This is an optimization exercise on Yosys and OpenROAD, whose aim is small area, a short achievable clock period and few clock cycles, not a production implementation.
RTL that was checked went through simulation tests only; none was proved equivalent to the original.
No activity file was given, so power comes from the tool's default toggle rates.

==> run H <==
// beep_and_melody_sequencer
module beep_and_melody_sequencer (
  input  logic             clk,
  input  logic             rst,
  input  logic             s_tvalid,
  output logic             s_tready,
  input  logic [31:0]      s_tdata,    
  input  logic [2:0]       s_tuser,    
  output logic             m_tvalid,
  input  logic             m_tready,
  output logic [47:0]      m_tdata,    
  input  logic             cfg_we,
  input  logic [2:0]       cfg_index,
  input  logic [CFG_W-1:0] cfg_data
);
make LEC_CHECK=0 CAP_MARGIN=20 CORE_MARGIN=2 CORE_UTILIZATION=35 PLACE_DENSITY=0.5 SETUP_SLACK_MARGIN=4.3 SLEW_MARGIN=20 SYNTH_MEMORY_MAX_BITS=8192 TNS_END_PERCENT=100 finish   # period 8.0 ns
run.sh (not shown) runs the stock make flow with config.mk's settings and CLKGATE_MAP_FILE= SYNTH_SCRIPT=/design/flow/synth_recipe.tcl, a recipe that flattens the netlist after the stock synthesis.
==> run G (differences from run H) <==
- CORE_UTILIZATION: 35 -> 55
- PLACE_DENSITY: 0.5 -> 0.65
==> out/qor.csv <==
stage,metric,value,unit
global_route,grt_pass1_wl,1090,mm
floorplanning,core_area,0.442,sq mm
outcome,status,finished clean,
final_layout,fin_nets,15200,
cts,post_cts_resized,212,
power,ir_drop,0.000251,V
power,p_comb,3260,uW
min_path,worstHoldStart,whole_new[11]$_SDFFE_PP0P_,
placement,place.gp.congestion,0.889,
drt,wl_per_cell,37.0,um
sta,post-route-min-period,4130,ps
placement,dp.cells,19900,
critical_path,r2r_start,wq_a[5]$_DFF_P_,
sta,skew,56.2,ps
critical_path,crit_required,8670,ps
-- figures above: run G

==> out/qor.csv <==
stage,metric,value,unit
critical_path,r2r_start,wq_a[3]$_DFF_P_,
critical_path,crit_required,8720,ps
sta,skew,51.4,ps
final_layout,fin_nets,15300,
power,ir_drop,0.000254,V
global_route,grt_pass1_wl,1180,mm
min_path,worstHoldStart,whole_new[15]$_SDFFE_PP0P_,
cts,post_cts_resized,279,
power,p_comb,3300,uW
outcome,status,finished clean,
-- figures above: run H

No run of this note included a check of the RTL's function; only the layout flow was run.

* * *

==> v30: inputs <==
Another version of the RTL of beep_and_melody_sequencer (not shown whole).
==> flow/config.mk <==
export PLATFORM = sky130hd
export DESIGN_NAME = beep_and_melody_sequencer
export DESIGN_NICKNAME = beep_and_melody_sequencer
export VERILOG_FILES = /design/flow/design.v
export SDC_FILE = /design/flow/constraint.sdc
export NUM_CORES = 4
export LEC_CHECK = 0
export CAP_MARGIN = 20
export CORE_MARGIN = 2
export CORE_UTILIZATION = 35
export PLACE_DENSITY = 0.5
export SETUP_SLACK_MARGIN = 4.7
export SLEW_MARGIN = 20
export SYNTH_MEMORY_MAX_BITS = 8192
export TNS_END_PERCENT = 100
==> flow/constraint.sdc <==
create_clock -name core_clock -period 8.0 [get_ports {clk}]
set_input_delay 1.6000 -clock core_clock [delete_from_list [all_inputs] [get_ports {clk}]]
set_output_delay 1.6000 -clock core_clock [all_outputs]
set_load 0.01 [all_outputs]
standard.sh (not shown) runs the stock make flow with config.mk's settings and CLKGATE_MAP_FILE= SYNTH_SCRIPT=/design/flow/synth_recipe.tcl, a recipe that flattens the netlist after the stock synthesis.
==> flow/flow/run.sh <==
#!/bin/bash
# The standard layout, except that the port buffers are sky130_fd_sc_hd__buf_4 cells
# rather than the delay-cell buffers buffer_ports picks by default.
set -euo pipefail
export BUFFER_PORTS_ARGS="-buffer_cell sky130_fd_sc_hd__buf_4"
bash standard.sh > standard.log 2>&1
==> v19: changes against v30 <==
--- a/flow/design.v
+++ b/flow/design.v
@@ -30,42 +30,35 @@
 module bms_notes (
   input  logic               clk,
   input  logic [15:0]        wsel_hi,
   input  logic [15:0]        wsel_lo,
   input  logic [ENTRY_W-1:0] wdata,
   input  logic [15:0]        rsel_hi,
   input  logic [15:0]        rsel_lo,
-  output logic [ENTRY_W-1:0] rdata_lo,
-  output logic [ENTRY_W-1:0] rdata_hi
+  output logic [3:0][ENTRY_W-1:0] rdata
 );
   logic [ENTRY_W-1:0] mem [NOTE_DEPTH];
-  logic [ENTRY_W-1:0] rd_lo, rd_hi;
+  logic [3:0][ENTRY_W-1:0] rd;
   always_ff @(posedge clk) begin
     for (int h = 0; h < 16; h++) begin
       for (int l = 0; l < 16; l++) begin
         if (wsel_hi[h] && wsel_lo[l]) mem[16 * h + l] <= wdata;
       end
     end
   end
   always_comb begin
-    logic [ENTRY_W-1:0] grp;
-    rd_lo = '0;
-    rd_hi = '0;
-    for (int h = 0; h < 16; h++) begin
-      grp = '0;
-      for (int l = 0; l < 16; l++) begin
-        grp = grp | (mem[16 * h + l] & {ENTRY_W{rsel_lo[l]}});
-      end
-      if (h < 8) rd_lo = rd_lo | (grp & {ENTRY_W{rsel_hi[h]}});
-      else       rd_hi = rd_hi | (grp & {ENTRY_W{rsel_hi[h]}});
+    logic sel;
+    for (int k = 0; k < 4; k++) rd[k] = '0;
+    for (int i = 0; i < NOTE_DEPTH; i++) begin
+      sel = rsel_hi[i / 16] && rsel_lo[i % 16];
+      rd[i / 64] = rd[i / 64] | (mem[i] & {ENTRY_W{sel}});
     end
   end
   always_ff @(posedge clk) begin
-    rdata_lo <= rd_lo;
-    rdata_hi <= rd_hi;
+    for (int k = 0; k < 4; k++) rdata[k] <= rd[k];
   end
 endmodule
 import bms_pkg::*;
 module bms_div #(
   parameter int RW = 6,    
   parameter int QW = 18,   
   parameter int K  = 3
@@ -163,15 +156,15 @@
   localparam int NMW = DM1_W + NK;      
   logic [FREQ_W-1:0]    beep_frequency;
   logic [ELAPSED_W-1:0] beep_on_ms;
   logic [ELAPSED_W-1:0] beep_gap_ms;
   logic [REP_W-1:0]     beep_repeats;
   logic                 beep_initial_gap;
   logic [MLEN_W-1:0]    melody_length;
-  logic [WHOLE_W-1:0]   whole_new;
+  logic [WHOLE_W-1:0]   whole_new;     
   logic [NSK_W-1:0]     nsk_new;
   logic                 whole_ok;
   logic [TEMPO_W-1:0]   wt;        
   logic [WMW-1:0]       wt3;
   logic [(2**WK)*WMW-1:0] wmult;
   logic [TEMPO_W-1:0]   wr;
   logic [WQ_W-1:0]      wq;
@@ -192,17 +185,21 @@
   logic [NSK_W-1:0]     nsk_mel;
   logic                 hit;
   logic                 rl_is1;
   logic                 m_end;
   logic [2:0]           est;
   logic                 nn_valid;
   logic [NOTE_AW-1:0]   ea;
-  logic [15:0]          rsel_hi, rsel_lo;
+  logic [15:0]          rsel_hi, rsel_lo;    
+  logic                 ra_ahead;
+  logic [NOTE_AW-1:0]   ea_p1;
+  logic                 land_ea, land_ea1;
   logic [ENTRY_W-1:0]   ent;
-  logic [ENTRY_W-1:0]   rd_lo, rd_hi, rd_ent;
+  logic [3:0][ENTRY_W-1:0] rd_q;
+  logic [ENTRY_W-1:0]   rd_ent;
   logic [DM1_W:0]       rd_d;
   logic [NMW-1:0]       nd1, nd3, nd5, nd7;
   logic [(2**NK)*NMW-1:0] nmult;
   logic [DM1_W-1:0]     dr;
   logic [NQ_W-1:0]      dq;
   logic [NCNT_W-1:0]    dcnt;
   logic [DM1_W-1:0]     st_r;
@@ -232,14 +229,16 @@
   logic [LEN_W-1:0]     nx_tlimit;
   logic                 nx_hit, nx_rl_is1, nx_m_end;
   logic                 pend_set, consume, mel_start;
   logic [ENTRY_W-1:0]   wdata;
   logic [NDIV_W-1:0]    wdiv, wmag, weff;
   logic                 we, wr_hit;
   logic [15:0]          wq_hi, wq_lo;    
+  logic                 wq_v;
+  logic [NOTE_AW-1:0]   wq_a;
   logic [ENTRY_W-1:0]   wq_d;
   assign s_tready = s_rdy;
   assign accept   = s_tvalid && s_rdy;
   assign complete = ns_pend && nn_valid;
   assign o_free   = !m_tvalid || m_tready;
   assign inc      = (cnt == '1) ? cnt : cnt + ELAPSED_W'(1);
   assign inc2     = (cnt >= ELAPSED_W'(24'hFFFFFE)) ? '1 : cnt + ELAPSED_W'(2);
@@ -253,34 +252,38 @@
   assign nn_freq  = ent[ENTRY_W-1:DM1_W+1];
   assign nn_limit = acc[ACC_W-1:16];
   assign wdiv   = s_tdata[30:24];
   assign wmag   = wdiv[NDIV_W-1] ? NDIV_W'(-wdiv) : wdiv;
   assign weff   = (wdiv == '0) ? NDIV_W'(4) : wmag;
   assign wdata  = {s_tdata[23:8], wdiv[NDIV_W-1], DM1_W'(weff - NDIV_W'(1))};
   assign we     = accept && s_tuser == 3'd4;
-  assign wr_hit = ((we && s_tdata[7:0] == ea) || ((wq_hi & rsel_hi) != '0 && (wq_lo & rsel_lo) != '0))
-                  && est != E_IDLE && est != E_WAITW1 && est != E_WAITW;
+  assign ea_p1    = ea + NOTE_AW'(1);
+  assign land_ea  = wq_v && wq_a == ea;
+  assign land_ea1 = wq_v && wq_a == ea_p1;
+  assign wr_hit   = ((we && s_tdata[7:0] == ea) || land_ea)
+                    && est != E_IDLE && est != E_WAITW1 && est != E_WAITW;
   always_ff @(posedge clk) begin
     for (int i = 0; i < 16; i++) begin
       wq_hi[i] <= s_tdata[7:4] == 4'(i);
       wq_lo[i] <= we && !rst && s_tdata[3:0] == 4'(i);
     end
+    wq_v <= we && !rst;
+    wq_a <= s_tdata[7:0];
     wq_d <= wdata;
   end
   bms_notes u_notes (
     .clk      (clk),
     .wsel_hi  (wq_hi),
     .wsel_lo  (wq_lo),
     .wdata    (wq_d),
     .rsel_hi  (rsel_hi),
     .rsel_lo  (rsel_lo),
-    .rdata_lo (rd_lo),
-    .rdata_hi (rd_hi)
+    .rdata    (rd_q)
   );
-  assign rd_ent = rd_lo | rd_hi;
+  assign rd_ent = rd_q[0] | rd_q[1] | rd_q[2] | rd_q[3];
   assign rd_d   = (DM1_W+1)'(rd_ent[DM1_W-1:0]) + (DM1_W+1)'(1);
   assign nmult = {nd7, NMW'({nd3, 1'b0}), nd5, NMW'({nd1, 2'b0}), nd3, NMW'({nd1, 1'b0}),
                   nd1, NMW'(0)};
   assign wmult = {wt3, WMW'({wt, 1'b0}), WMW'(wt), WMW'(0)};
   bms_div #(.RW(DM1_W), .QW(NQ_W), .K(NK)) u_ndiv (
     .mult  (nmult),
     .r_in  (dr),
@@ -478,62 +481,72 @@
     end
     cnt    <= nx_cnt;
     rl     <= nx_rl;
     rl_is1 <= nx_rl_is1;
     m_end  <= nx_m_end;
   end
   assign cfg_t   = (cfg_data[TEMPO_W-1:0] == '0) ? TEMPO_W'(1) : cfg_data[TEMPO_W-1:0];
-  assign cfg_wsk = WSK_W'(whole_skip(tempo_m1(cfg_data[TEMPO_W-1:0]), WK, WQ_W, WNCH));
+  assign whole_new = WHOLE_W'(wq);
+  assign cfg_wsk = (cfg_data[TEMPO_W-1:0] >= TEMPO_W'(938)) ? WSK_W'(5)
+                 : (cfg_data[TEMPO_W-1:0] >= TEMPO_W'(235)) ? WSK_W'(4) : WSK_W'(0);
   always_ff @(posedge clk) begin
     if (rst) begin
       whole_ok  <= 1'b1;
-      whole_new <= WHOLE_W'(WHOLE_NUM / 120);
+      wq        <= WQ_W'(WHOLE_NUM / 120);
       nsk_new   <= NSK_W'(whole_skip(TEMPO_W'(119), NK, NQ_W, NNCH));
       wcnt      <= '0;
     end else if (cfg_we && cfg_index == 3'd5) begin
       whole_ok <= 1'b0;
       nsk_new  <= NSK_W'(whole_skip(tempo_m1(cfg_data[TEMPO_W-1:0]), NK, NQ_W, NNCH));
       wt       <= cfg_t;
       wt3      <= WMW'(cfg_t) + WMW'({cfg_t, 1'b0});
       for (int m = 0; m < WNCH; m++) begin
-        if (cfg_wsk == WSK_W'(m)) begin
-          wr   <= TEMPO_W'(WHOLE_NUM >> (WQ_W - WK * m));
-          wq   <= WQ_W'(WHOLE_NUM << (WK * m));
-          wcnt <= WCNT_W'(WNCH - m);
+        if (m == 0 || m == 4 || m == 5) begin
+          if (cfg_wsk == WSK_W'(m)) begin
+            wr   <= TEMPO_W'(WHOLE_NUM >> (WQ_W - WK * m));
+            wq   <= WQ_W'(WHOLE_NUM << (WK * m));
+            wcnt <= WCNT_W'(WNCH - m);
+          end
         end
       end
     end else if (wcnt != '0) begin
       wr   <= wst_r;
       wq   <= wst_q;
       wcnt <= wcnt - WCNT_W'(1);
-      if (wcnt == WCNT_W'(1)) begin
-        whole_new <= WHOLE_W'(wst_q);
-        whole_ok  <= 1'b1;
-      end
+      if (wcnt == WCNT_W'(1)) whole_ok <= 1'b1;
     end
   end
   always_ff @(posedge clk) begin
     if (rst) begin
       est      <= E_IDLE;
       nn_valid <= 1'b0;
     end else if (mel_start) begin
       est      <= E_WAITW1;
       nn_valid <= 1'b0;
       ea       <= '0;
       rsel_lo  <= 16'd1;
       rsel_hi  <= 16'd1;
+      ra_ahead <= 1'b0;
     end else if (consume) begin
-      est      <= E_RD1;
+      est      <= (ra_ahead && !land_ea1) ? E_RD2 : E_RD1;
       nn_valid <= 1'b0;
-      ea       <= ea + NOTE_AW'(1);
-      rsel_lo  <= {rsel_lo[14:0], rsel_lo[15]};
-      if (rsel_lo[15]) rsel_hi <= {rsel_hi[14:0], rsel_hi[15]};
+      ea       <= ea_p1;
+      ra_ahead <= 1'b0;
+      if (!ra_ahead) begin
+        rsel_lo <= {rsel_lo[14:0], rsel_lo[15]};
+        if (rsel_lo[15]) rsel_hi <= {rsel_hi[14:0], rsel_hi[15]};
+      end
     end else if (wr_hit) begin
       est      <= E_RD1;
       nn_valid <= 1'b0;
+      ra_ahead <= 1'b0;
+      if (ra_ahead) begin
+        rsel_lo <= {rsel_lo[0], rsel_lo[15:1]};
+        if (rsel_lo[0]) rsel_hi <= {rsel_hi[0], rsel_hi[15:1]};
+      end
     end else begin
       case (est)
         E_WAITW1: est <= E_WAITW;
         E_WAITW: begin
           if (whole_ok) begin
             whole_mel <= whole_new;
             nsk_mel   <= nsk_new;
@@ -544,14 +557,17 @@
             nd7       <= NMW'(rd_d) * NMW'(7);
             dr        <= '0;
             dq        <= NQ_W'(whole_new) << (NK * int'(nsk_new));
             dcnt      <= NCNT_W'(NNCH - int'(nsk_new));
             chunk     <= '0;
             acc       <= '0;
             est       <= E_DIV;
+            ra_ahead  <= 1'b1;
+            rsel_lo   <= {rsel_lo[14:0], rsel_lo[15]};
+            if (rsel_lo[15]) rsel_hi <= {rsel_hi[14:0], rsel_hi[15]};
           end
         end
         E_RD1: est <= E_RD2;
         E_RD2: begin
           ent   <= rd_ent;
           nd1   <= NMW'(rd_d);
           nd3   <= NMW'(rd_d) * NMW'(3);
@@ -559,14 +575,17 @@
           nd7   <= NMW'(rd_d) * NMW'(7);
           dr    <= '0;
           dq    <= NQ_W'(whole_mel) << (NK * int'(nsk_mel));
           dcnt  <= NCNT_W'(NNCH - int'(nsk_mel));
           chunk <= '0;
           acc   <= '0;
           est   <= E_DIV;
+          ra_ahead <= 1'b1;
+          rsel_lo  <= {rsel_lo[14:0], rsel_lo[15]};
+          if (rsel_lo[15]) rsel_hi <= {rsel_hi[14:0], rsel_hi[15]};
         end
         E_DIV: begin
           dr         <= st_r;
           dq         <= st_q;
           chunk      <= st_d;
           chunk_last <= dcnt == NCNT_W'(1);
           acc        <= acc_next;
==> flow/flow/run.sh (replaced) <==
#!/bin/bash
# The standard layout, except that the port buffers are sky130_fd_sc_hd__buf_4 cells
# rather than the delay-cell buffers buffer_ports picks by default, and antenna repair
# gets more iterations after global and detailed routing.
set -euo pipefail
export BUFFER_PORTS_ARGS="-buffer_cell sky130_fd_sc_hd__buf_4"
export MAX_REPAIR_ANTENNAS_ITER_GRT=10
export MAX_REPAIR_ANTENNAS_ITER_DRT=10
bash standard.sh > standard.log 2>&1
- CORE_UTILIZATION: 35 -> 48
- CTS_CLUSTER_DIAMETER: not set -> 60
- CTS_CLUSTER_SIZE: not set -> 20
- PLACE_DENSITY: 0.5 -> 0.58
==> summary of the runs <==
v19 completed without violations. v30 finished with antenna rules left. In v19 the clock power is smaller than in v30, by 17%. Die area: v30 is larger than v19 (about 36%). Of v30 and v19, v19 has the higher core utilization (gap 13 points). Sequential power is about the same in v19 and v30. Sequential share of layout area: v30 is lower than v19 (2.8 points). Between v30 and v19, the lower synthesized cell count is in v30 (gap 0.87%, measured against v19). Against v30, the global-route usage of v19 is higher by 15 points. Of v19 and v30, v19 has the higher wire length (gap 15%, measured against v30).
==> figures <==
item	v19	v30
Result of the run	timing/DRC/antenna clean	finished with violations
Violated checks	-	antenna rules
RR Startpoint	cnt[2]	rsel_lo[15]
Total of cells resized after clock tree synthesis	336	543
Layout Cell Area excl Fill	283,000 um^2	294,000 um^2
Shortest clock period the worst path allows after layout	3640 ps	3830 ps
Switching power total	18.3 mW	15.8 mW
Post-synth net total	14,900	14,800
Capturing element of the worst setup path	hit	u_notes.rdata_lo[19]
Number of buffers and inverters on the critical path	0	2
Initial Util	48.3%	35.1%
Final worst path period share	45.5%	47.9%
Highest clock frequency the design can meet	275 MHz	261 MHz
Maximum resistive drop on vdd	0.264 mV	0.237 mV
Core Area	514,000 um^2	703,000 um^2
Final Total Pwr	71.4 mW	71.4 mW
Clock buffer cells	531	913
Area occupied by registers	193,000 um^2	192,000 um^2
Startpoint of the worst hold path	beep_frequency[15]	beep_frequency[1]
Testbench counts of v30, summed over its fixed seeds: cycles 12,582.
Testbench counts of v19, summed over its fixed seeds: cycles 12,519.

## re-timing with driven ports
The flow's constraints put no driver on any port. The routed layouts listed below were extracted and timed again, unchanged, in two steps. Step 1 assumes that a clkbuf_16 drives the clock port and a buf_2 every other input. Step 2 moves the port delays by t, midway between the first and last clock arrival at a register: inputs arrive t later, outputs are due t later. That takes back most of the time a late clock gives input paths. Slacks: ideal ports / drivers / drivers and shift; pairs: ideal ports / drivers.
run | t, ns | setup slack, ns | latest minus earliest clock arrival (ns) | cell pins on the clock port's net
run H | 1.245 | 4.101 / 4.101 / 3.107 | 0.059 / 0.059 | 1
run G | 1.181 | 3.871 / 3.871 / 3.154 | 0.064 / 0.064 | 1
v30 | 1.244 | 4.165 / 4.165 / 3.341 | 0.089 / 0.089 | 1
v19 | 1.179 | 4.364 / 4.364 / 3.517 | 0.111 / 0.111 | 1
The setup slack of run H, which loses most, moves by 0.000 ns with the drivers and by -0.994 ns with both steps.
